From an optimization exercise on the open Yosys and OpenROAD flow, aimed at small area and a short achievable clock period; shortcuts taken in it are not production practice. RTL that was checked went through simulation tests only; none was proved equivalent to the original. No functional check of the RTL was part of runs 1 to 3. No activity file was given, so power comes from the tool's default toggle rates.

===== config.mk =====
export PLATFORM = sky130hd
export DESIGN_NAME = mem_stage
export DESIGN_NICKNAME = mem_stage
export VERILOG_FILES = /design/flow/design.v
export SDC_FILE = /design/flow/constraint.sdc
export NUM_CORES = 4
export LEC_CHECK = 0
export CAP_MARGIN = 20
export CORE_MARGIN = 2
export CORE_UTILIZATION = 55
export CTS_BUF_LIST = sky130_fd_sc_hd__clkbuf_4 sky130_fd_sc_hd__clkbuf_8
export SETUP_SLACK_MARGIN = 2.7
export SLEW_MARGIN = 20

===== constraint.sdc =====
create_clock -name core_clock -period 5.5 [get_ports {clk}]
set_input_delay 1.1000 -clock core_clock [delete_from_list [all_inputs] [get_ports {clk}]]
set_output_delay 1.1000 -clock core_clock [all_outputs]
set_load 0.01 [all_outputs]

===== design.v =====
`default_nettype none
package mem_stage_pkg;
    typedef logic [32-1:0] word_t;
    typedef logic [4-1:0]  lane_en_t;
    typedef logic [6+1:0] byte_addr_t;
    typedef logic [6-1:0] word_addr_t;
    typedef logic [1:0]             lane_off_t;
    typedef enum logic [3:0] {
        MEM_NONE = 4'h0,
        MEM_SB   = 4'h1,
        MEM_SH   = 4'h2,
        MEM_SW   = 4'h3,
        MEM_LB   = 4'h4,
        MEM_LBU  = 4'h5,
        MEM_LH   = 4'h6,
        MEM_LHU  = 4'h7,
        MEM_LW   = 4'h8
    } mem_op_t;
    function automatic logic is_store(mem_op_t op);
        is_store = (op == MEM_SB) || (op == MEM_SH) || (op == MEM_SW);
    endfunction
    function automatic logic is_load(mem_op_t op);
        is_load = (op == MEM_LB) || (op == MEM_LBU) || (op == MEM_LH) ||
               (op == MEM_LHU) || (op == MEM_LW);
    endfunction
endpackage
`default_nettype wire
`default_nettype none
module store_lane_align (
    input  mem_stage_pkg::mem_op_t   op,
    input  mem_stage_pkg::lane_off_t lane_off,
    input  mem_stage_pkg::word_t     wdata,
    output mem_stage_pkg::word_t     lane_data,
    output mem_stage_pkg::lane_en_t  lane_en,
    output logic                     misaligned,
    input  wire                      valid
);
    logic is_sb, is_sh, is_sw;
    logic half_op, word_op;
    assign is_sb = (op == mem_stage_pkg::MEM_SB);
    assign is_sh = (op == mem_stage_pkg::MEM_SH);
    assign is_sw = (op == mem_stage_pkg::MEM_SW);
    assign lane_data[7:0]   = wdata[7:0];
    assign lane_data[15:8]  = is_sb ? wdata[7:0] : wdata[15:8];
    assign lane_data[23:16] = is_sw ? wdata[23:16] : wdata[7:0];
    assign lane_data[31:24] = is_sw ? wdata[31:24] : (is_sh ? wdata[15:8] : wdata[7:0]);
    assign lane_en[0] = valid && (is_sw || (is_sh && !lane_off[1]) || (is_sb && lane_off == 2'd0));
    assign lane_en[1] = valid && (is_sw || (is_sh && !lane_off[1]) || (is_sb && lane_off == 2'd1));
    assign lane_en[2] = valid && (is_sw || (is_sh &&  lane_off[1]) || (is_sb && lane_off == 2'd2));
    assign lane_en[3] = valid && (is_sw || (is_sh &&  lane_off[1]) || (is_sb && lane_off == 2'd3));
    assign half_op = (op == mem_stage_pkg::MEM_SH) || (op == mem_stage_pkg::MEM_LH) || (op == mem_stage_pkg::MEM_LHU);
    assign word_op = (op == mem_stage_pkg::MEM_SW) || (op == mem_stage_pkg::MEM_LW);
    assign misaligned = valid && ((half_op && lane_off[0]) ||
                                  (word_op && (lane_off != 2'b00)));
endmodule
`default_nettype wire
`default_nettype none
module data_ram (
    input  wire                       clk,
    input  mem_stage_pkg::word_addr_t word_addr,
    input  mem_stage_pkg::word_t      lane_data,
    input  mem_stage_pkg::lane_en_t   lane_en,
    output mem_stage_pkg::word_t      rd_word
);
    localparam int DEPTH  = 1 << 6;
    localparam int LANE_W = 32 / 4;
    mem_stage_pkg::word_t mem [DEPTH];
    logic [DEPTH-1:0]     wsel;
    always_comb begin
        for (int w = 0; w < DEPTH; w++) begin
            wsel[w] = (word_addr == w[6-1:0]);
        end
    end
    for (genvar w = 0; w < DEPTH; w++) begin : g_word
        for (genvar l = 0; l < 4; l++) begin : g_lane
            always_ff @(posedge clk) begin
                if (wsel[w] && lane_en[l]) begin
                    mem[w][LANE_W*l +: LANE_W] <= lane_data[LANE_W*l +: LANE_W];
                end
            end
        end
    end
    always_comb begin
        rd_word = '0;
        for (int w = 0; w < DEPTH; w++) begin
            rd_word = rd_word | (mem[w] & {32{wsel[w]}});
        end
    end
endmodule
`default_nettype wire
`default_nettype none
module load_lane_extract (
    input  wire                      clk,
    input  wire                      rst_n,
    input  wire                      valid,
    input  mem_stage_pkg::mem_op_t   op,
    input  mem_stage_pkg::lane_off_t lane_off,
    input  mem_stage_pkg::word_t     rd_word,
    output mem_stage_pkg::word_t     rdata,
    output logic                     rdata_valid
);
    logic                 pending;
    logic [7:0]           sel_byte;
    logic [15:0]          sel_half;
    logic                 sign;
    mem_stage_pkg::word_t result;
    always_ff @(posedge clk) begin
        if (!rst_n) begin
            pending <= 1'b0;
        end else begin
            pending <= valid && ((op == mem_stage_pkg::MEM_LB) || (op == mem_stage_pkg::MEM_LBU) ||
                                 (op == mem_stage_pkg::MEM_LH) || (op == mem_stage_pkg::MEM_LHU) ||
                                 (op == mem_stage_pkg::MEM_LW));
        end
    end
    assign rdata_valid = pending;
    always_comb begin
        case (lane_off)
            2'b00:   sel_byte = rd_word[7:0];
            2'b01:   sel_byte = rd_word[15:8];
            2'b10:   sel_byte = rd_word[23:16];
            default: sel_byte = rd_word[31:24];
        endcase
    end
    assign sel_half = lane_off[1] ? rd_word[31:16] : rd_word[15:0];
    assign sign = !op[0] && (op[1] ? sel_half[15] : sel_byte[7]);
    always_comb begin
        if (op[3]) begin
            result = rd_word;
        end else if (op[1]) begin
            result = {{16{sign}}, sel_half};
        end else begin
            result = {{24{sign}}, sel_byte};
        end
    end
    always_ff @(posedge clk) begin
        rdata <= result;
    end
endmodule
`default_nettype wire
`default_nettype none
module mem_stage (
    input  wire                       clk,
    input  wire                       rst_n,
    input  wire                       valid,
    input  mem_stage_pkg::mem_op_t    op,
    input  mem_stage_pkg::byte_addr_t addr,
    input  mem_stage_pkg::word_t      wdata,
    output mem_stage_pkg::word_t      rdata,
    output logic                      rdata_valid,
    output logic                      misaligned
);
    mem_stage_pkg::word_addr_t word_addr;
    mem_stage_pkg::lane_off_t  lane_off;
    mem_stage_pkg::word_t      lane_data;
    mem_stage_pkg::lane_en_t   lane_en;
    mem_stage_pkg::word_t      rd_word;
    assign word_addr = addr[6+1:2];
    assign lane_off  = addr[1:0];
    store_lane_align u_store_align (
        .op         (op),
        .lane_off   (lane_off),
        .wdata      (wdata),
        .lane_data  (lane_data),
        .lane_en    (lane_en),
        .misaligned (misaligned),
        .valid      (valid)
    );
    data_ram u_ram (
        .clk       (clk),
        .word_addr (word_addr),
        .lane_data (lane_data),
        .lane_en   (lane_en),
        .rd_word   (rd_word)
    );
    load_lane_extract u_load_extract (
        .clk         (clk),
        .rst_n       (rst_n),
        .valid       (valid),
        .op          (op),
        .lane_off    (lane_off),
        .rd_word     (rd_word),
        .rdata       (rdata),
        .rdata_valid (rdata_valid)
    );
endmodule
`default_nettype wire

===== run.sh =====
#!/bin/bash
# synth_recipe.tcl (not shown) runs the flow's synth.tcl, then flattens the netlist and writes it again
# the make line also repeats each setting of config.mk as NAME=value (left out here)
make -C /OpenROAD-flow-scripts/flow DESIGN_CONFIG=/design/flow/config.mk WORK_HOME=/design/flow/orfs CLKGATE_MAP_FILE= SYNTH_SCRIPT=/design/flow/synth_recipe.tcl finish

==> results of run 1 <==
## worst paths after layout
kind / cells after the start / from / end / slack (ns)
max: 4 / op[2] / misaligned / 2.14
min reg2reg: 3 / u_ram.mem[9][23] / u_load_extract.rdata[23] / 0.79
min: 3 / op[2] / u_load_extract.pending / 0.39
max reg2reg: 10 / u_ram.mem[52][23] / u_load_extract.rdata[8] / 2.66
## placed cells by master, fill, tap and decap left out, drive strengths merged, types with 42 or more instances in the layout
master / n
nand4: 120
nor4: 64
nand3: 88
nor2: 325
nand2: 389
buf: 559
clkinv: 89
nor3: 42
clkbuf: 497
a22oi: 890
and3: 46
edfxtp: 2048
## state kept, by name, summed over array words and instances, names as in the netlist
signal,cells
u_load_extract.rdata,32
u_ram.mem,2048
u_load_extract.pending,1
## synth_stat cells, drive strengths merged, types with 15 or more instances
library cell and n:
a2111oi 21, a21o 17, a21oi 15, a22o 26, a22oi 890, and2 20
and3 46, buf 201, clkbuf 81, dfxtp 33, edfxtp 2048, mux2 22
mux2i 22, nand2 389, nand3 88, nand4 120, nor2 325, nor3 42
nor4 64, o21ai 17
## per-layer routing
metal | global-route usage | vias to the layer above | share of wire
li1 | - | 20231 | -
met1 | 0.651 | 27805 | 0.34
met2 | 0.672 | 5794 | 0.42
met3 | 0.176 | 1165 | 0.17
met4 | 0.331 | 12 | 0.080
met5 | 0 | - | 0.00022
## logic make-up after synthesis
kind of cell,Yosys count
flops,2081
compound gates,1038
simple gates,1178
buf+inv,288
mux,44
## power by group through the flow
stage               clock network [mW]  logic, mW  registers, mW
floorplan                            0      0.576           17.9
global placement                     0       1.46           17.9
detailed placement                   0       1.47           17.9
CTS                               12.9       1.58           17.6
global route                      13.6       1.76           17.6
finish                            13.1       1.77           17.6
## timing repair
| item | 4_1_cts | 5_1_grt |
|---|---|---|
| gates cloned | 7 | 13 |
| endpoints found under the setup margin | 2865 | 141 |
| pin swaps | 78 | 65 |
| setup buffers | 140 | 75 |
| resized for setup | 362 | 134 |
## through the flow
step	power, mW	util	setup WS [ns]
6_report	32.4	0.681	2.14
5_1_grt	32.9	0.681	2.17
4_1_cts	32.1	0.669	2.20
3_5_place_dp	19.4	0.606	-0.00189
3_3_place_gp	19.4	0.606	-0.0142
2_1_floorplan	18.5	-	2.11
## critical path, delay by kind of cell
| kind | cells | cell delay (ns) |
|---|---|---|
| buffers and inverters | 2 | 0.28 |
| AO/OA/AOI/OAI | 1 | 0.32 |
| AND/OR/NAND/NOR | 1 | 0.55 |
## area by class of cell
class	instances	area [sq um]	share of cell area
clock inverters	99	467	0.00491
diodes	11	27.5	0.000289
inverters	6	30.0	0.000316
clock buffers	487	5850	0.0615
multi-input cells	2266	17600	0.185
flip-flops and latches	2081	62200	0.654
repair buffers	631	6630	0.0697
well taps	1876	2350	0.0247
==> impl_results.md, run 1 <==
* Nets@finish at around 5400
* Wire per inst at 48.2 microns
* Die area at 144000 sq um
* Initial drt markers at roughly 12000
* Leakage power at between 30 and 40 nW
* Synth Area in Adders at 0
* Max Slew Vio Count at 0
* Ys async rst share at 0
* Via count at 55007
* # hold bufs at CTS at 0
* Worst path arrival time at 2.26 ns
* WHS at 0.388 ns
* Syn_area_per_cell at ~17 sq um
* WS Path Type: input pin to primary output
* CTS max path bufs at 4
* NetSw at 7.50 mW
* Pre-antenna DRT Iters at 8
* Fin. Hold Viols at 0
* Setup TNS at 0 ns
* Layout Skew at just over 0.07 ns
* CTS clk-pin slew, worst paths at 0.06 ns
* GP Congestion at 1.08
* Synth Flop Type: edfxtp_1
* Die Width at 380 microns
* Final WL at about 360000 microns
* Via/cell ratio at 7.38
* Element type at the critical path end: primary output
* Final setup vio count at 0
* Largest net degree at the start of global routing at 67
* TritonCTS clock tree: yes
* Largest family of logic cells by synthesized area: compound AO/OA/AOI/OAI gates
* Yosys top cell by area: edfxtp_1
* XOR/XNOR Fraction of Synth Area at 0
* Design area at between 90000 and 100000 sq um
* Vias in the first global route at 49793
* First-pass GRT wire length at 459000 microns
* Crit share post-route at 0.610
* Post-Synth Simple-Gate Area at 0.0729
* Sequential area share after synthesis at 0.801
* Outcome: timing/DRC/antenna clean
* Worst-margin pin slew at roughly 1.2 ns
* Row cnt at ~140
* HP Class: input pin to flop
* Post-synthesis compound-gate area fraction at 0.102
* H-tree levels at 5
* Critical path peak fanout at 3
* Initial core utilization at 0.555
* Final ANT Viol Nets at 0
* Power Internal at 24.9 mW
* Synth-to-layout area growth at 22.6%
* Unique masters post-synth at 76
* Synthesis Warnings at 3
* Post-Syn Nets at 4676
* Detailed Place HPWL at 225000 microns
* Peak supply drop at 0.309 mV
* IO Pins at 81
* Startpoint types: input pin
* #FFs+latches synth at 2081
* Switching Share at 0.231
* Post-synthesis mux area share at 0.00603
* Crit-path cells: buf_12, or4_4, a21oi_4, buf_6
* RSZ-0062 raised after global routing: true
* Yosys top cell area share at 0.793
* GR Overflow Total at 0
* Number of flops mapped to enable cells by yosys at 2048
* Port Buffer Count at 80
* Comb power frac at 0.055
* Mapped Area at 77600 sq um
* Core area at 140000 sq um
* Sink Count at 2081
* Layout cell share with drive strength beyond 1 at 0.302
* Fillers at 9542
* Minimum clock period after layout at between 3 and 4 ns
* Pwr Density at 341 nW/um^2
* Final std cells w/o fill at 7457
* Number of remaining DRC errors at 0
* Clock Latency Late Sink at 1.10 ns
* Initial antenna violation count at 16
* Die Y at 380 microns
* Critical Path Max Stage Delay at around 0.55 ns
* CP max stage cell: or4_4
* Clk network pwr share at 0.403
* Most area-consuming cells after synthesis: edfxtp_1, a22oi_1, nand2_1, nor2_1, nand4_1
* Flop pwr share at 0.542
* Post-DP Area at 84700 sq um
* Worst slew margin relative to its limit at 0.183
* Cells after Synth at 4629
* Gr usage total at 0.488
* Clock buffer count from CTS at 347
* Number of violations of the max-capacitance limit at 0
* Worst endpoint required time at ~4.4 ns
* Fmax at 0.298 GHz
* Placed cells at 6625
* Root Driver: clkbuf_8
==> run 2: changes to the inputs <==
==> flow/run.sh (new file) <==
#!/bin/bash
# Standard ORFS layout with two changes: input and output ports are
# buffered with buf_2 instead of the default, and the resizer may swap a
# cell for one with a different footprint (so port buffers can be sized).
set -euo pipefail
bash standard.sh synth > synth.log 2>&1
bash standard.sh MATCH_CELL_FOOTPRINT=0 "BUFFER_PORTS_ARGS=-buffer_cell sky130_fd_sc_hd__buf_2" finish > layout.log 2>&1
==> standard.sh (new file) <==
#!/bin/bash
# synth_recipe.tcl (not shown) runs the flow's synth.tcl, then flattens the netlist and writes it again
# the make line also repeats each setting of config.mk as NAME=value (left out here)
make -C /OpenROAD-flow-scripts/flow DESIGN_CONFIG=/design/flow/config.mk WORK_HOME=/design/flow/orfs CLKGATE_MAP_FILE= SYNTH_SCRIPT=/design/flow/synth_recipe.tcl "${@:-finish}"
removed: run.sh
==> impl_results.md, run 2 <==
* Outcome: timing/DRC/antenna clean
* Pwr Density at 338 nW/um^2
* Fillers at 9297
* Worst-margin pin slew at 1.18 ns
* Final WL at 358000 microns
* Gr usage total at 0.487
* Via count at between 50000 and 60000
* GP Congestion at between 1 and 1.5
* R2r worst-path depth at 10
* Detailed Place HPWL at between 200000 and 250000 microns
* Wire per inst at 47.3 microns
* Root Driver: clkbuf_8
* Critical Path Max Stage Delay at roughly 0.5 ns
* Synth-to-layout area growth at 24.1%
* Most common cell in the netlist: edfxtp_1
* Worst slew margin relative to its limit at 0.210
* Final setup vio count at 0
* Synthesis Warnings at 3
* GR Overflow Total at 0
* Fin. Hold Viols at 0
* Crit path max-delay family: buffers and inverters
* IO Pins at 81
* Yosys top cell area share at 0.793
* Clock buffer count from CTS at 342
* Die area at 144000 sq um
* Post-Syn Nets at 4676
* Number of flops mapped to enable cells by yosys at approximately 2000
* Die Width at 380 microns
* Synth Flop Type: edfxtp_1
* Worst endpoint required time at 6.42 ns
* WP buf/inv at 6
* Number of remaining DRC errors at 0
* RSZ-0062 raised after global routing: true
* Initial core utilization at 0.555
* Most frequent cells in the layout: edfxtp_1, a22oi_1, buf_4
* Startpoint types: input pin
* Commonest non-fill, non-tap cell in the layout: edfxtp_1
* Sink Count at 2081
* Vias in the first global route at 50654
* Yosys top cell by area: edfxtp_1
* Leakage power at 31.8 nW
* Layout Skew at 0.0556 ns
* Number of violations of the max-capacitance limit at 0
* Final ANT Viol Nets at 0
* Clock Latency Late Sink at about 1.1 ns
* Via/cell ratio at between 7 and 8
* Layout cell share with drive strength beyond 1 at 0.330
* Ys async rst share at 0
* Element type at the critical path end: flop
* Largest Register: u_ram.mem
* Core area at between 100000 and 150000 sq um
* HP Class: input pin to flop
* Critical path depth in cells at 14
* Largest register FFs at 2048
* # hold bufs at CTS at 0
* TritonCTS clock tree: yes
* Max Slew Vio Count at 0
* Mapped Area at 77600 sq um
* CTS max path bufs at 4
* Minimum clock period after layout at 3.26 ns
* Most area-consuming cells after synthesis: edfxtp_1, a22oi_1, nand2_1, nor2_1, nand4_1
* CP max stage cell: nand4_1
* Crit-path cells: buf_12, buf_4, nand4b_1, buf_4, nor2_4, buf_12, a22oi_2, nand2_2, nor4_4, buf_4, nand4_1, buf_4, a22o_1, a221o_1
* Die Y at about 380 microns
* Row cnt at 137
* CTS clk-pin slew, worst paths at roughly 0.070 ns
* Critical path peak fanout at 20
* Hold Path Cell Cnt at 3
* Crit share post-route at 0.592
* Dominant cell type by count on the critical path: buf_4
* Initial antenna violation count at 24
* Peak supply drop at ~0.31 mV
* Unique masters post-synth at 76
* Synth cell count leaders: edfxtp_1, a22oi_1, nand2_1, nor2_1, buf_2
* Biggest regs: u_ram.mem (2048), u_load_extract.rdata (32), u_load_extract.pending (1)
* Sequential area share after synthesis at 0.801
* Worst path arrival time at between 4 and 5 ns
* Largest net degree at the start of global routing at 67
* Cells after Synth at about 4600
* H-tree levels at 5
* Initial drt markers at between 10000 and 15000
* #FFs+latches synth at 2081
* Pre-antenna DRT Iters at 9
* First-pass GRT wire length at 461000 microns
* Fmax at between 0.3 and 0.4 GHz
* Nets@finish at 5474
* Syn_area_per_cell at 16.8 sq um
* Port Buffer Count at 80
* Setup TNS at 0 ns
* WS Path Type: input pin to flop
* WHS at around 0.3 ns
-- run 2: cell counts after synthesis --
Identical to the previous run, type by type.
-- run 2: kinds of logic (layout without fill, tap and decap cells) --
logic type | Yosys count | after routing | share of synthesized area
buffers and inverters | 288 | 1323 | 0.0179
muxes | 44 | 44 | 0.00603
other | 0 | 21 | 0
AOI/OAI and AO/OA | 1038 | 1039 | 0.102
DFF | 2081 | 2081 | 0.801
and+or+nand+nor | 1178 | 1181 | 0.0729
-- run 2: metrics by stage --
stage	utilization	total power [mW]	setup WS [ns]	std cells	cell area [sq um]
after floorplan	-	18.5	2.11	4629	80000
after global placement	0.600	19.3	0.230	6590	83800
after detailed placement	0.600	19.3	0.180	6590	83800
after CTS	0.680	32.2	2.29	7480	94900
after global routing	0.689	33.0	2.26	7547	96200
final	0.689	32.5	2.24	7565	96300
-- run 2: cell type report --
class,instances,area [sq um],share of cell area
Multi-Input combinational cell,2264,17900,0.185
Timing Repair Buffer,732,7450,0.0773
Sequential cell,2081,62200,0.646
Tap cell,1876,2350,0.0244
Inverter,6,25.0,0.000260
Clock buffer,479,5800,0.0603
Antenna cell,21,52.6,0.000546
Clock inverter,106,597,0.00620
-- run 2: routing by layer --
layer  part of all wire  global-route usage
met1               0.34               0.645
met2               0.41               0.673
met3               0.17               0.192
met4              0.081               0.313
met5             0.0011             0.00628
-- run 2: path summary, 6_finish.rpt --
path	startpoint	end	slack (ns)
max	addr[4]	u_load_extract.rdata[9]	2.24
min	rst_n	u_load_extract.pending	0.30
max reg2reg	u_ram.mem[36][31]	u_load_extract.rdata[13]	2.62
min reg2reg	u_ram.mem[9][23]	u_load_extract.rdata[23]	0.73
-- run 2: power breakdown --
part           switching [mW]  leakage [nW]  internal, mW
sequential             0.0477          18.6          17.5
combinational            1.24          9.74         0.520
clock                    6.15          3.38          7.00
-- run 2: worst min-delay path: cells and delay by family --
family	cells	cell delay, ns
simple gates	1	0.06
compound gates	1	0.04
buf+inv	1	0.10
-- run 2: what timing repair did --
action                     in CTS  in global routing
gates resized for setup       385                102
setup buffers                 287                 61
pin swaps                     157                100
setup endpoints to repair    1611                273
gates cloned                   18                  3
==> run 3: changes to the inputs <==
--- a/design.v
+++ b/design.v
@@ -66,6 +66,7 @@
     localparam int LANE_W = 32 / 4;
     mem_stage_pkg::word_t mem [DEPTH];
     logic [DEPTH-1:0]     wsel;
+    mem_stage_pkg::word_t rd_comb;
     always_comb begin
         for (int w = 0; w < DEPTH; w++) begin
             wsel[w] = (word_addr == w[6-1:0]);
@@ -81,10 +82,13 @@
         end
     end
     always_comb begin
-        rd_word = '0;
+        rd_comb = '0;
         for (int w = 0; w < DEPTH; w++) begin
-            rd_word = rd_word | (mem[w] & {32{wsel[w]}});
+            rd_comb = rd_comb | (mem[w] & {32{wsel[w]}});
         end
+    end
+    always_ff @(posedge clk) begin
+        rd_word <= rd_comb;
     end
 endmodule
 `default_nettype wire
@@ -99,11 +103,12 @@
     output mem_stage_pkg::word_t     rdata,
     output logic                     rdata_valid
 );
-    logic                 pending;
-    logic [7:0]           sel_byte;
-    logic [15:0]          sel_half;
-    logic                 sign;
-    mem_stage_pkg::word_t result;
+    logic       pending;
+    logic       word_q, half_q, uns_q;
+    logic [1:0] off_q;
+    logic [7:0] sel_byte;
+    logic [15:0] sel_half;
+    logic       sign;
     always_ff @(posedge clk) begin
         if (!rst_n) begin
             pending <= 1'b0;
@@ -113,28 +118,31 @@
                                  (op == mem_stage_pkg::MEM_LW));
         end
     end
+    always_ff @(posedge clk) begin
+        word_q <= op[3];
+        half_q <= op[1];
+        uns_q  <= op[0];
+        off_q  <= lane_off;
+    end
     assign rdata_valid = pending;
     always_comb begin
-        case (lane_off)
+        case (off_q)
             2'b00:   sel_byte = rd_word[7:0];
             2'b01:   sel_byte = rd_word[15:8];
             2'b10:   sel_byte = rd_word[23:16];
             default: sel_byte = rd_word[31:24];
         endcase
     end
-    assign sel_half = lane_off[1] ? rd_word[31:16] : rd_word[15:0];
-    assign sign = !op[0] && (op[1] ? sel_half[15] : sel_byte[7]);
+    assign sel_half = off_q[1] ? rd_word[31:16] : rd_word[15:0];
+    assign sign = !uns_q && (half_q ? sel_half[15] : sel_byte[7]);
     always_comb begin
-        if (op[3]) begin
-            result = rd_word;
-        end else if (op[1]) begin
-            result = {{16{sign}}, sel_half};
+        if (word_q) begin
+            rdata = rd_word;
+        end else if (half_q) begin
+            rdata = {{16{sign}}, sel_half};
         end else begin
-            result = {{24{sign}}, sel_byte};
+            rdata = {{24{sign}}, sel_byte};
         end
-    end
-    always_ff @(posedge clk) begin
-        rdata <= result;
     end
 endmodule
 `default_nettype wire
==> run.sh (new file) <==
#!/bin/bash
# synth_recipe.tcl (not shown) runs the flow's synth.tcl, then flattens the netlist and writes it again
# the make line also repeats each setting of config.mk as NAME=value (left out here)
make -C /OpenROAD-flow-scripts/flow DESIGN_CONFIG=/design/flow/config.mk WORK_HOME=/design/flow/orfs CLKGATE_MAP_FILE= SYNTH_SCRIPT=/design/flow/synth_recipe.tcl finish
--- a/config.mk
+++ b/config.mk
@@ -7,7 +7,6 @@
 export LEC_CHECK = 0
 export CAP_MARGIN = 20
 export CORE_MARGIN = 2
-export CORE_UTILIZATION = 55
-export CTS_BUF_LIST = sky130_fd_sc_hd__clkbuf_4 sky130_fd_sc_hd__clkbuf_8
-export SETUP_SLACK_MARGIN = 2.7
+export CORE_UTILIZATION = 40
+export SETUP_SLACK_MARGIN = 2.0
 export SLEW_MARGIN = 20
removed: flow/run.sh
removed: standard.sh
==> impl_results.md, run 3 <==
* Mapped Area at 77900 sq um
* GP Congestion at 1.08
* Outcome: timing/DRC/antenna clean
* Syn_area_per_cell at 17.2 sq um
* Largest Register: u_ram.mem
* Synth Flop Type: edfxtp_1
* Worst-margin pin slew at 1.22 ns
* Post-synthesis mux area share at 0.0200
* Wire per inst at 46.4 microns
* Worst slew margin relative to its limit at 0.185
* XOR/XNOR Fraction of Synth Area at 0
* Die area at 198000 sq um
* H-tree levels at 4
* Initial antenna violation count at 36
* Pre-antenna DRT Iters at 8
* Clk network pwr share at 0.421
* Setup TNS at 0 ns
* Power Internal at approximately 26 mW
* Clock buffer count from CTS at 204
* Startpoint types: input pin
* Die Y at 445 microns
* Fin util at 0.481
* Post-DP Area at 85600 sq um
* RSZ-0062 raised after global routing: true
* Crit-path cells: buf_4, buf_4, or4b_2, nor2_4, a22oi_1, nand2_1, nor4_1, buf_4, nand4_1
* Number of violations of the max-capacitance limit at 0
* Cells after Synth at 4523
* First-pass GRT wire length at 466000 microns
* Sequential area share after synthesis at 0.800
* Post-synthesis compound-gate area fraction at 0.104
* Commonest non-fill, non-tap cell in the layout: edfxtp_1
* M1 WL at 123000 microns
* Pwr Density at 359 nW/um^2
* WS Path Type: input pin to flop
* Fillers at 16138
* Yosys top cell by area: edfxtp_1
* RR Startpoint: u_ram.mem[17][11]
* Root Driver: clkbuf_16
* Highest metal used: met5
* Unique masters post-synth at 70
* Leakage power at approximately 30 nW
* Critical Path Max Stage Delay at between 0.9 and 1 ns
* Flop pwr share at 0.533
* Worst endpoint required time at 6.32 ns
* #FFs+latches synth at 2086
* Nets@finish at 5133
* Final std cells w/o fill at 7802
* Via/cell ratio at between 6 and 7
* Fin. Hold Viols at 0
* Port Buffer Count at 80
* Via count at 54058
* RR Endpoint: u_ram.rd_word[11]
* Crit share post-route at 0.667
* Ys async rst share at 0
* Minimum clock period after layout at roughly 3.7 ns
* Largest net degree at the start of global routing at 65
* Reg area at 62300 sq um
* Final WL at between 300000 and 400000 microns
* Post-Synth Simple-Gate Area at 0.0598
* Peak supply drop at about 0.32 mV
* Routed wl met3 at 61300 microns
* Vias in the first global route at 48827
* Largest register FFs at about 2000
* Placed cells at approximately 7400
* R2r worst-path depth at 6
* HP Class: flop to flop
* Most common cell in the netlist: edfxtp_1
* CP max stage cell: nor2_4
* Fmax at 0.272 GHz
* Row cnt at approximately 160
* Most frequent cells in the layout: edfxtp_1, a22oi_1, buf_4
* Clock Latency Late Sink at 0.91 ns
* Post-Syn Nets at approximately 4600
* Core area at 193000 sq um
* CTS clk-pin slew, worst paths at ~0.06 ns
* Largest family of logic cells by synthesized area: compound AO/OA/AOI/OAI gates
* Die Width at around 450 microns
* Critical path peak fanout at 26
* Sink Count at 2086
* Synth cell count leaders: edfxtp_1, a22oi_1, nor2_1, nand2_1, nand4_1
* GR Overflow Total at 0
* Element type at the critical path end: flop
* WL met2 at 149000 microns
* Design area at 92800 sq um
* NetSw at 7.58 mW
* Synthesis Warnings at 3
* Final ANT Viol Nets at 0
* CP startpoint: addr[4]
* Switching Share at 0.228
* R2r setup slk at 2.92 ns
* Layout Skew at 0.0530 ns
* Number of remaining DRC errors at 0
* Biggest regs: u_ram.mem (2048), u_ram.rd_word (32), u_load_extract.off_q (2)
* Most area-consuming cells after synthesis: edfxtp_1, a22oi_1, nor2_1, a22o_1, nand4_1
* Gr usage total at 0.358
* Crit path to: u_ram.rd_word[18]
* Layout cell share with drive strength beyond 1 at 0.209
* Dominant cell type by count on the critical path: buf_4
* IO Pins at 81
* Pre-CTS setup slack at roughly 0.61 ns
* Yosys top cell area share at 0.790
* Initial drt markers at 11970
* Synth Area in Adders at 0
* Final setup vio count at 0
* CTS max path bufs at 3
* Post-layout worst setup margin at approximately 1.8 ns
* Synth-to-layout area growth at 19.2%
* Max Slew Vio Count at 0
* Comb power frac at 0.045
* Area of the multi-input gates at 15200 sq um
* Detailed Place HPWL at 238000 microns
* Number of flops mapped to enable cells by yosys at 2048
* Initial core utilization at 0.403
* Worst path arrival time at 4.49 ns
* TritonCTS clock tree: yes
-- run 3: changes by cell type after synthesis, moves of 40 or more --
| cell | previous run | this run |
|---|---|---|
| a21oi_1 | 15 | 55 |
| clkbuf_1 | 81 | 121 |
| a22o_1 | 26 | 102 |
| mux2i_1 | 22 | 81 |
| mux2_2 | 21 | 62 |
| nand2_1 | 389 | 193 |
| a221oi_1 | 8 | 70 |
| nand3_1 | 88 | 36 |
| buf_2 | 148 | 105 |
| a22oi_1 | 890 | 679 |
-- run 3: layout make-up --
| class | count | share of cell area |
|---|---|---|
| repair buffers | 636 | 0.0580 |
| well taps | 2526 | 0.0341 |
| diodes | 11 | 0.000297 |
| clock inverters | 116 | 0.0128 |
| clock buffers | 269 | 0.0596 |
| flip-flops and latches | 2086 | 0.671 |
| multi-input cells | 2154 | 0.164 |
| inverters | 4 | 0.000162 |
-- run 3: what timing repair did --
action                                 in CTS  in global routing
endpoints found under the hold margin       0                  0
hold buffers                                0                  0
setup endpoints to repair                  72                104
gates cloned                                0                  1
pin swaps                                   7                  7
resized for setup                         143                 45
buffers inserted                           12                  6
-- run 3: cell families after synthesis --
group	count (synthesis)
compound gates	1062
buf+inv	283
flops	2086
mux	145
simple gates	947
-- run 3: through the flow --
stage               hold WS, ns  power (mW)
floorplan                 0.467        18.5
global placement          0.540        19.5
detailed placement        0.563        19.5
CTS                       0.564        33.1
global route              0.607        33.8
finish                    0.572        33.3
-- run 3: power by group through the flow --
| stage | Clock, mW | Sequential (mW) | Combinational [mW] |
|---|---|---|---|
| after global routing | 14.6 | 17.7 | 1.51 |
| after CTS | 14.0 | 17.7 | 1.42 |
| after global placement | 0 | 18.1 | 1.40 |
| after floorplan | 0 | 17.9 | 0.582 |
| final | 14.0 | 17.8 | 1.51 |
| after detailed placement | 0 | 18.1 | 1.42 |
-- run 3: worst max-delay path: cells and delay by family --
family                 cells  cell delay, ns
buffers and inverters      3            0.88
AND/OR/NAND/NOR            5            2.27
AO/OA/AOI/OAI              1            0.16
-- run 3: how the worst min path moves through the flow --
stage	endpoint	slack [ns]	cells after the start	start
global route	u_ram.rd_word[27]	0.61	4	u_ram.mem[40][27]
detailed placement	u_ram.rd_word[27]	0.56	4	u_ram.mem[40][27]
floorplan	u_ram.rd_word[20]	0.47	2	u_ram.mem[42][20]
finish	u_ram.rd_word[28]	0.57	4	u_ram.mem[6][28]
global placement	u_ram.rd_word[24]	0.54	3	u_ram.mem[40][24]
CTS	u_ram.rd_word[30]	0.56	4	u_ram.mem[4][30]
-- run 3: routing by layer --
metal	global-route usage	up-vias
met1	0.458	27306
met3	0.142	1268
li1	-	19734
met2	0.504	5694
met5	0.0149	-
met4	0.229	56
==> run 4: changes to the inputs <==
--- a/design.v
+++ b/design.v
@@ -66,10 +66,14 @@
     localparam int LANE_W = 32 / 4;
     mem_stage_pkg::word_t mem [DEPTH];
     logic [DEPTH-1:0]     wsel;
-    mem_stage_pkg::word_t rd_comb;
+    logic [7:0] sel_hi, sel_lo;
     always_comb begin
+        for (int i = 0; i < 8; i++) begin
+            sel_hi[i] = (word_addr[5:3] == i[2:0]);
+            sel_lo[i] = (word_addr[2:0] == i[2:0]);
+        end
         for (int w = 0; w < DEPTH; w++) begin
-            wsel[w] = (word_addr == w[6-1:0]);
+            wsel[w] = sel_hi[w / 8] && sel_lo[w % 8];
         end
     end
     for (genvar w = 0; w < DEPTH; w++) begin : g_word
@@ -82,13 +86,10 @@
         end
     end
     always_comb begin
-        rd_comb = '0;
+        rd_word = '0;
         for (int w = 0; w < DEPTH; w++) begin
-            rd_comb = rd_comb | (mem[w] & {32{wsel[w]}});
-        end
-    end
-    always_ff @(posedge clk) begin
-        rd_word <= rd_comb;
+            rd_word = rd_word | (mem[w] & {32{wsel[w]}});
+        end
     end
 endmodule
 `default_nettype wire
@@ -103,12 +104,15 @@
     output mem_stage_pkg::word_t     rdata,
     output logic                     rdata_valid
 );
-    logic       pending;
-    logic       word_q, half_q, uns_q;
-    logic [1:0] off_q;
-    logic [7:0] sel_byte;
-    logic [15:0] sel_half;
-    logic       sign;
+    logic                 pending;
+    logic                 is_word, is_half, is_byte;
+    logic [3:0]           b0_sel;    
+    logic [3:0]           sgn_sel;   
+    logic                 b1_lane1, b1_lane3, b1_sign;
+    logic [3:0]           msb;
+    logic                 sign;
+    logic [7:0]           byte0;
+    mem_stage_pkg::word_t result;
     always_ff @(posedge clk) begin
         if (!rst_n) begin
             pending <= 1'b0;
@@ -118,31 +122,36 @@
                                  (op == mem_stage_pkg::MEM_LW));
         end
     end
+    assign rdata_valid = pending;
+    assign is_word = op[3];
+    assign is_half = !op[3] && op[1];
+    assign is_byte = !op[3] && !op[1];
+    always_comb begin
+        for (int k = 0; k < 4; k++) begin
+            b0_sel[k]  = (is_word && k == 0) ||
+                         (is_half && k == {lane_off[1], 1'b0}) ||
+                         (is_byte && k == lane_off);
+            sgn_sel[k] = !op[0] &&
+                         ((is_half && k == {lane_off[1], 1'b1}) ||
+                          (is_byte && k == lane_off));
+        end
+    end
+    assign b1_lane1 = is_word || (is_half && !lane_off[1]);
+    assign b1_lane3 = is_half && lane_off[1];
+    assign b1_sign  = is_byte;
+    assign msb  = {rd_word[31], rd_word[23], rd_word[15], rd_word[7]};
+    assign sign = |(sgn_sel & msb);
+    assign byte0 = ({8{b0_sel[0]}} & rd_word[7:0])   |
+                   ({8{b0_sel[1]}} & rd_word[15:8])  |
+                   ({8{b0_sel[2]}} & rd_word[23:16]) |
+                   ({8{b0_sel[3]}} & rd_word[31:24]);
+    assign result[7:0]   = byte0;
+    assign result[15:8]  = ({8{b1_lane1}} & rd_word[15:8]) |
+                           ({8{b1_lane3}} & rd_word[31:24]) |
+                           ({8{b1_sign}}  & {8{sign}});
+    assign result[31:16] = is_word ? rd_word[31:16] : {16{sign}};
     always_ff @(posedge clk) begin
-        word_q <= op[3];
-        half_q <= op[1];
-        uns_q  <= op[0];
-        off_q  <= lane_off;
-    end
-    assign rdata_valid = pending;
-    always_comb begin
-        case (off_q)
-            2'b00:   sel_byte = rd_word[7:0];
-            2'b01:   sel_byte = rd_word[15:8];
-            2'b10:   sel_byte = rd_word[23:16];
-            default: sel_byte = rd_word[31:24];
-        endcase
-    end
-    assign sel_half = off_q[1] ? rd_word[31:16] : rd_word[15:0];
-    assign sign = !uns_q && (half_q ? sel_half[15] : sel_byte[7]);
-    always_comb begin
-        if (word_q) begin
-            rdata = rd_word;
-        end else if (half_q) begin
-            rdata = {{16{sign}}, sel_half};
-        end else begin
-            rdata = {{24{sign}}, sel_byte};
-        end
+        rdata <= result;
     end
 endmodule
 `default_nettype wire
==> flow/run.sh (new file) <==
#!/bin/bash
# Standard ORFS layout (standard synthesis) with these changes:
# - the resizer may swap a cell for one with a different footprint, so the
#   port buffers and other cells can be sized freely;
# - port buffers start as buf_2;
# - the pins of the misaligned check sit together (flow/io.tcl);
# - after floorplan, the misaligned check is re-mapped as a shallower gate
#   network (flow/eco.tcl); it is the input-to-output path;
# - clock tree sinks are clustered in larger groups with smaller buffers,
#   and no dummy loads are added.
set -euo pipefail
bash standard.sh synth > synth.log 2>&1
bash standard.sh MATCH_CELL_FOOTPRINT=0 \
  "BUFFER_PORTS_ARGS=-buffer_cell sky130_fd_sc_hd__buf_2" \
  "PRE_IO_PLACEMENT_TCL=$PWD/flow/io.tcl" \
  "POST_FLOORPLAN_TCL=$PWD/flow/eco.tcl" \
  "CTS_ARGS=-sink_clustering_enable -repair_clock_nets -sink_clustering_size 12 -sink_clustering_max_diameter 40 -sink_clustering_buffer sky130_fd_sc_hd__clkbuf_4 -dont_use_dummy_load -buf_list {sky130_fd_sc_hd__clkbuf_4 sky130_fd_sc_hd__clkbuf_8 sky130_fd_sc_hd__clkbuf_16}" \
  finish > layout.log 2>&1
==> flow/eco.tcl (new file) <==
# Re-map the alignment check (misaligned, a pure input-to-output path) as a
# three-level gate network taken straight from the input ports, and remove
# the cells of the old network that nothing else uses.
#   misaligned = valid & (a0 & (op in {2,3,6,7}) | a1 & (op == 3) | (a0|a1) & (op == 8))
set eco_block [ord::get_db_block]
set eco_db [ord::get_db]

proc eco_net {name} {
  set n [$::eco_block findNet $name]
  if {$n eq "NULL"} { error "eco: no net $name" }
  return $n
}
proc eco_new_net {name} { return [odb::dbNet_create $::eco_block eco_mis_net_$name] }
proc eco_cell {type name conns} {
  set m [$::eco_db findMaster sky130_fd_sc_hd__$type]
  if {$m eq "NULL"} { error "eco: no master $type" }
  set i [odb::dbInst_create $::eco_block $m eco_mis_$name]
  foreach {pin net} $conns {
    set it [$i findITerm $pin]
    if {$it eq "NULL"} { error "eco: no pin $pin on $type" }
    $it connect $net
  }
  return $i
}

set n_mis [eco_net misaligned]

# The old driver of misaligned, and its fan-in cone.
set old_drv {}
foreach it [$n_mis getITerms] {
  if {[$it isOutputSignal]} { lappend old_drv [$it getInst]; $it disconnect }
}

set v  [eco_net valid]
set o3 [eco_net {op[3]}]
set o2 [eco_net {op[2]}]
set o1 [eco_net {op[1]}]
set o0 [eco_net {op[0]}]
set a1 [eco_net {addr[1]}]
set a0 [eco_net {addr[0]}]

set n_lw [eco_new_net lw]
set n_sw [eco_new_net sw]
set n_hf [eco_new_net hf]
set n_nv [eco_new_net nv]
set n_x1 [eco_new_net x1]
set n_x2 [eco_new_net x2]
set n_x3 [eco_new_net x3]

eco_cell nor4b_1  lw [list A $o2 B $o1 C $o0 D_N $o3 Y $n_lw]
eco_cell and4bb_1 sw [list A_N $o3 B_N $o2 C $o1 D $o0 X $n_sw]
eco_cell nor2b_1  hf [list A $o3 B_N $o1 Y $n_hf]
eco_cell inv_1    nv [list A $v Y $n_nv]
eco_cell nand2_1  x1 [list A $a0 B $n_hf Y $n_x1]
eco_cell nand2_1  x2 [list A $a1 B $n_sw Y $n_x2]
eco_cell o21ai_1  x3 [list A1 $a0 A2 $a1 B1 $n_lw Y $n_x3]
eco_cell a31oi_1  out [list A1 $n_x1 A2 $n_x2 A3 $n_x3 B1 $n_nv Y $n_mis]

# Remove cells left with no load, walking back from the old driver.
proc eco_has_load {net} {
  if {[llength [$net getBTerms]] > 0} { return 1 }
  foreach it [$net getITerms] { if {[$it isInputSignal]} { return 1 } }
  return 0
}
set work $old_drv
set removed 0
while {[llength $work] > 0} {
  set inst [lindex $work 0]
  set work [lrange $work 1 end]
  if {[$inst getName] eq ""} { continue }
  set used 0
  set outs {}
  foreach it [$inst getITerms] {
    if {[$it isOutputSignal]} {
      set n [$it getNet]
      if {$n ne "NULL"} { lappend outs $n; if {[eco_has_load $n]} { set used 1 } }
    }
  }
  if {$used} { continue }
  set ins {}
  foreach it [$inst getITerms] {
    if {[$it isInputSignal] && [$it getNet] ne "NULL"} { lappend ins [$it getNet] }
  }
  odb::dbInst_destroy $inst
  incr removed
  foreach n $outs { if {[llength [$n getITerms]] == 0 && [llength [$n getBTerms]] == 0} { odb::dbNet_destroy $n } }
  foreach n $ins {
    foreach it [$n getITerms] {
      if {[$it isOutputSignal]} { set d [$it getInst]; if {[lsearch -exact $work $d] < 0} { lappend work $d } }
    }
  }
}
puts "eco: misaligned re-mapped, $removed old cells removed"
==> flow/io.tcl (new file) <==
# Keep the pins of the combinational alignment check together, so that
# the input-to-output path of misaligned stays short.
set_io_pin_constraint -group -order -pin_names {op[3] op[2] op[1] op[0] valid addr[1] addr[0] misaligned}
==> standard.sh (new file) <==
#!/bin/bash
# synth_recipe.tcl (not shown) runs the flow's synth.tcl, then flattens the netlist and writes it again
# the make line also repeats each setting of config.mk as NAME=value (left out here)
make -C /OpenROAD-flow-scripts/flow DESIGN_CONFIG=/design/flow/config.mk WORK_HOME=/design/flow/orfs CLKGATE_MAP_FILE= SYNTH_SCRIPT=/design/flow/synth_recipe.tcl "${@:-finish}"
--- a/config.mk
+++ b/config.mk
@@ -7,6 +7,6 @@
 export LEC_CHECK = 0
 export CAP_MARGIN = 20
 export CORE_MARGIN = 2
-export CORE_UTILIZATION = 40
-export SETUP_SLACK_MARGIN = 2.0
+export CORE_UTILIZATION = 68
+export SETUP_SLACK_MARGIN = 2.75
 export SLEW_MARGIN = 20
removed: run.sh
==> impl_results.md, run 4 <==
* Most common cell in the netlist: edfxtp_1
* Ys async rst share at 0
* Die Width at 341 microns
* #FFs+latches synth at about 2100
* Syn_area_per_cell at 16.6 sq um
* Sequential area share after synthesis at 0.806
* Outcome: did not finish
* Row cnt at 123
* Cells after Synth at 4641
* Yosys top cell by area: edfxtp_1
* Number of flops mapped to enable cells by yosys at 2048
* Initial core utilization at 0.685
* Most area-consuming cells after synthesis: edfxtp_1, a22oi_1, nand2_1, nor2_1, nand4_1
* Synth cell count leaders: edfxtp_1, a22oi_1, nand2_1, nor2_1, clkbuf_1
* Yosys top cell area share at 0.798
* Post-Syn Nets at ~4700
* Mapped Area at 77100 sq um
* Synthesis Warnings at 3
* Run Error: Error: floorplan.tcl, 161 can't read "::eco_block": no such variable
* Die Y at approximately 340 microns
* Fail Step: floorplan (2_1_floorplan)
* Unique masters post-synth at 64
* Synth Flop Type: edfxtp_1
run 4: cell types whose count changed after synthesis, moves of 17 or more:
cell	delta
a22oi_1	+282
nand2_1	+224
a22o_1	-100
nand3_1	+83
a221oi_1	-67
mux2i_1	-67
a21oi_1	-47
mux2_2	-46
buf_1	+35
buf_2	-33
nor4_1	+32
or4_1	-32
o21ai_0	-26
nor2_1	-17
run 4: kinds of logic after synthesis:
| group | share of synthesized area |
|---|---|
| DFF | 0.806 |
| and+or+nand+nor | 0.0740 |
| AOI/OAI and AO/OA | 0.0993 |
| buffers and inverters | 0.0164 |
| muxes | 0.00415 |

## what the ideal ports hide
Ports are ideal in the flow. The routed layouts listed here were re-timed in OpenROAD.
Step 1, drivers: a clkbuf_16 drives clk and a buf_2 each remaining input, both assumed.
Step 2 adds t to the input delays and takes it off the output delays; t is the mean of the earliest and latest rising clock arrival at the registers after step 1. Input paths then give back, and output paths get back, about the clock's delay inside the block.
Three values: no drivers, after step 1, after step 2; two values: the first two.
run | shift t [ns] | slack for setup (ns) | latest minus earliest clock arrival (ns)
run 1 | 1.136 | 2.144 / 2.072 / 0.954 | 0.099 / 0.099
run 2 | 1.116 | 2.243 / 2.107 / 0.991 | 0.068 / 0.067
run 3 | 0.979 | 1.829 / 1.748 / 0.917 | 0.057 / 0.056
After both steps every run listed still meets setup and hold. For run 2, which loses most, drivers alone change the setup slack by -0.136 ns; drivers and shift together by -1.252 ns.
